Source: an optimization exercise on an open RTL-to-GDS flow (aim: small area and a short achievable clock period). Production flows keep margins and buffers that such runs may drop.
The RTL was checked by simulation tests, not by an equivalence proof against the original design.
No activity file was given, so power comes from the tool's default toggle rates.

## cpuTop
module cpuTop (
  input  wire logic                          clk,
  input  wire logic                          arstN,
  input  wire logic [cpuPkg::instWidth-1:0]  inst,
  input  wire logic                          instValid,
  output logic                               resultValid,
  output logic      [cpuPkg::dataWidth-1:0]  result,
  output logic                               overflow,
  output logic                               illegal
);
  logic [cpuPkg::selCount-1:0] resSel;
  logic useImm, zeroA, regWrite, destIsRd, memWrite, illegalOp, ovfAdd, ovfSub;
  instDecoder dec (
    .inst(inst), .resSel(resSel), .useImm(useImm), .zeroA(zeroA), .regWrite(regWrite),
    .destIsRd(destIsRd), .memWrite(memWrite), .illegalOp(illegalOp),
    .ovfAdd(ovfAdd), .ovfSub(ovfSub)
  );
  execStage exec (
    .clk(clk), .arstN(arstN), .inst(inst), .instValid(instValid),
    .resSel(resSel), .useImm(useImm), .zeroA(zeroA), .regWrite(regWrite),
    .destIsRd(destIsRd), .memWrite(memWrite), .illegalOp(illegalOp),
    .ovfAdd(ovfAdd), .ovfSub(ovfSub),
    .resultValid(resultValid), .result(result),
    .overflow(overflow), .illegal(illegal)
  );
endmodule
Size in the first run: about 1500 flip-flops, ~54 I/O pins.
export LEC_CHECK = 0
export CAP_MARGIN = 20
export CORE_MARGIN = 2
export CORE_UTILIZATION = 35
export CTS_CLUSTER_DIAMETER = 80
export CTS_CLUSTER_SIZE = 22
export SETUP_SLACK_MARGIN = 5
export SLEW_MARGIN = 20
create_clock -name core_clock -period 8.5 [get_ports {clk}]
standard.sh (not shown) runs the stock make flow with config.mk's settings and CLKGATE_MAP_FILE= SYNTH_SCRIPT=/design/flow/synth_recipe.tcl, a recipe that flattens the netlist after the stock synthesis.
==> flow/flow/run.sh <==
#!/bin/bash
# The standard layout (standard.sh, ORFS on the standard flow's config) with two changes:
# the port buffers are buf_4 cells rather than buffer_ports' default pick
# (a slow delay buffer that the timing repair, held to the same footprint,
# could not replace), and the timing repair may change a cell's footprint.
# make's output goes to make_finish.log here; ORFS keeps each step's log
# under orfs/logs.
set -euo pipefail
export BUFFER_PORTS_ARGS="-buffer_cell sky130_fd_sc_hd__buf_4"
bash standard.sh MATCH_CELL_FOOTPRINT=0 finish > make_finish.log 2>&1
The baseline completed with no timing, DRC or antenna violations.
Rerun with:
CORE_UTILIZATION = 30   (was 35)
CTS_CLUSTER_DIAMETER = 100   (was 80)
CTS_CLUSTER_SIZE = 26   (was 22)
PLACE_DENSITY = 0.55   (was not set)
What happened: The changed run went through all stages and came out clean; total power shrinks by a few percent; setup slack gets better by 0.013 ns; clock skew stays flat; wire length climbs by a few percent; utilization fell by 5.7 points; worst hold slack hardly moves; count of clock-buffer cells in the layout goes down by 12; sequential share of layout area decreases by 0.60 points; cell count is higher by a few percent; maximum frequency rises slightly.

Another version of the RTL of cpuTop (not shown whole).
For scale: about 4100 cells after synthesis, about 54 I/O pins, about 59000 sq um of cells after synthesis.
==> flow/config.mk <==
export PLATFORM = sky130hd
export DESIGN_NAME = cpuTop
export DESIGN_NICKNAME = cpuTop
export VERILOG_FILES = /design/flow/design.v
export SDC_FILE = /design/flow/constraint.sdc
export NUM_CORES = 4
export LEC_CHECK = 0
export CAP_MARGIN = 20
export CORE_MARGIN = 2
export CORE_UTILIZATION = 35
export CTS_CLUSTER_DIAMETER = 80
export CTS_CLUSTER_SIZE = 22
export SETUP_SLACK_MARGIN = 4.5
export SLEW_MARGIN = 20
==> flow/constraint.sdc <==
create_clock -name core_clock -period 8.5 [get_ports {clk}]
set_input_delay 1.7000 -clock core_clock [delete_from_list [all_inputs] [get_ports {clk}]]
set_output_delay 1.7000 -clock core_clock [all_outputs]
set_load 0.01 [all_outputs]
Scripts as last shown in full above: flow/flow/run.sh
==> next run, changes <==
Settings changed: SETUP_SLACK_MARGIN 4.5 to 5.
Worst setup slack improved by 460 ps.
Wire length is higher by 4.9%.
Global-route usage is higher by 0.86 points.
Worst hold slack improved by 4.0 ps.
Area after synthesis stays the same.
Cell area is higher by 4.3%.
Total power is higher by 3.5%.
Combinational power is higher by 16%.

Another version of the RTL of cpuTop (not shown whole).
Size in the first run: about 59000 sq um of cells after synthesis.
==> flow/config.mk <==
export PLATFORM = sky130hd
export DESIGN_NAME = cpuTop
export DESIGN_NICKNAME = cpuTop
export VERILOG_FILES = /design/flow/design.v
export SDC_FILE = /design/flow/constraint.sdc
export NUM_CORES = 4
export LEC_CHECK = 0
export CAP_MARGIN = 20
export CORE_MARGIN = 2
export CORE_UTILIZATION = 30
export CTS_CLUSTER_DIAMETER = 100
export CTS_CLUSTER_SIZE = 26
export GPL_ROUTABILITY_DRIVEN = 0
export PLACE_DENSITY = 0.6
export SETUP_SLACK_MARGIN = 5
export SLEW_MARGIN = 20
==> flow/constraint.sdc <==
create_clock -name core_clock -period 8.5 [get_ports {clk}]
set_input_delay 1.7000 -clock core_clock [delete_from_list [all_inputs] [get_ports {clk}]]
set_output_delay 1.7000 -clock core_clock [all_outputs]
set_load 0.01 [all_outputs]
Scripts as last shown in full above: flow/flow/run.sh
The baseline finished clean.
==> next run, changes <==
Settings changed: CORE_UTILIZATION 30 to 45, CTS_CLUSTER_DIAMETER 100 to 80, CTS_CLUSTER_SIZE 26 to 22, GPL_ROUTABILITY_DRIVEN 0 to not set, PLACE_DENSITY 0.6 to 0.65.
The new run ran to the end with no violations.
Die area went down by a quarter to a third.
Register-to-register slack is about the same.
Hold slack hardly moves.
Fmax hardly moves.
Count of clock-buffer cells in the layout rises by 17.
==> next run, changes <==
Settings changed: CORE_UTILIZATION 45 to 35, GPL_ROUTABILITY_DRIVEN set to 0, PLACE_DENSITY 0.65 to 0.7.
Result: Clock power goes down by about 2%. Routed wire length decreases by 2.7%. Setup slack is worse by 20 ps. Core utilization fell by 12 points. Sequential cell count is unchanged. Register-to-register slack loses 20 ps. Maximum frequency goes down by 0.57%. Worst hold slack improves by 7.4 ps. Global-route usage drops by 7.2 points.
==> next run, changes <==
Settings changed: CORE_UTILIZATION 35 to 30, CTS_CLUSTER_DIAMETER 80 to 100, CTS_CLUSTER_SIZE 22 to 26, GPL_ROUTABILITY_DRIVEN 0 to not set, PLACE_DENSITY 0.7 to 0.55.
=>
- The new run finished clean
- via count decreases by 2.6%
- critical path depth increases by 1
- die area increases by 17%
- synthesized cell count does not change
- utilization decreases by 5.8 points
- first-iteration DRC count decreases by 23%
- routed wire length increases by 8.5%
- design area is about the same
- total power decreases by 0.36%
- hold slack gets worse by 9.5 ps

Starting RTL as in the previous note.
export LEC_CHECK = 0
export CAP_MARGIN = 20
export CORE_MARGIN = 2
export CORE_UTILIZATION = 35
export CTS_CLUSTER_DIAMETER = 100
export CTS_CLUSTER_SIZE = 26
export SETUP_SLACK_MARGIN = 5
export SLEW_MARGIN = 20
create_clock -name core_clock -period 8.5 [get_ports {clk}]
Scripts as last shown in full above: flow/flow/run.sh
Edit:
Settings changed: CORE_UTILIZATION 35 to 30, CTS_CLUSTER_DIAMETER 100 to 80, CTS_CLUSTER_SIZE 26 to 22, PLACE_DENSITY set to 0.55.
Result: Sequential share of layout area shrinks by 0.57 points. Non-clock buffer count went down by 9. Utilization went down by 5.4 points. Worst setup slack improves by 54 ps. Power rises by a few percent. Clock power grows by about a fifth. Sequential power barely changes. Cell area is higher slightly. Worst hold slack degrades by 5.3 ps. Critical path depth came out higher by 2.

==> re-timing with driven ports <==
Ports are ideal in the flow. The routed layouts listed here were re-timed in OpenROAD.
Step 1 assumes that a clkbuf_16 drives the clock port and a buf_2 every other input.
Step 2 times the ports against the registers' clock, not the clock port: input delays grow and output delays shrink by t, the midpoint of the rising clock arrivals with the driver on.
a / b / c = ideal / step 1 / step 2; a / b = the first two.
run	t (ns)	setup slack, ns	worst setup path after step 2	latest minus earliest clock arrival (ns)	pins driven straight from the clock port
the first run of note 1	0.794	4.829 / 4.829 / 4.110	input to register	0.068 / 0.068	1
the second run of note 1	0.801	4.842 / 4.842 / 4.181	input to register	0.065 / 0.066	1
the first run of note 2	0.784	4.466 / 4.466 / 3.724	input to register	0.091 / 0.092	1
the second run of note 2	0.818	4.923 / 4.913 / 4.257	input to register	0.071 / 0.071	1
the first run of note 3	0.788	4.938 / 4.914 / 4.259	input to register	0.049 / 0.048	1
the second run of note 3	0.777	4.933 / 4.920 / 4.200	input to register	0.072 / 0.072	1
the third run of note 3	0.778	4.913 / 4.913 / 4.289	input to register	0.104 / 0.104	1
the fourth run of note 3	0.787	4.952 / 4.934 / 4.300	input to register	0.075 / 0.076	1
the first run of note 4	0.786	4.942 / 4.942 / 4.224	input to register	0.039 / 0.039	1
the second run of note 4	0.802	4.996 / 4.958 / 4.306	input to register	0.097 / 0.097	1
After both steps every run listed still meets setup and hold. For the first run of note 2, which loses most, drivers alone change the setup slack by 0.000 ns; drivers and shift together by -0.742 ns.
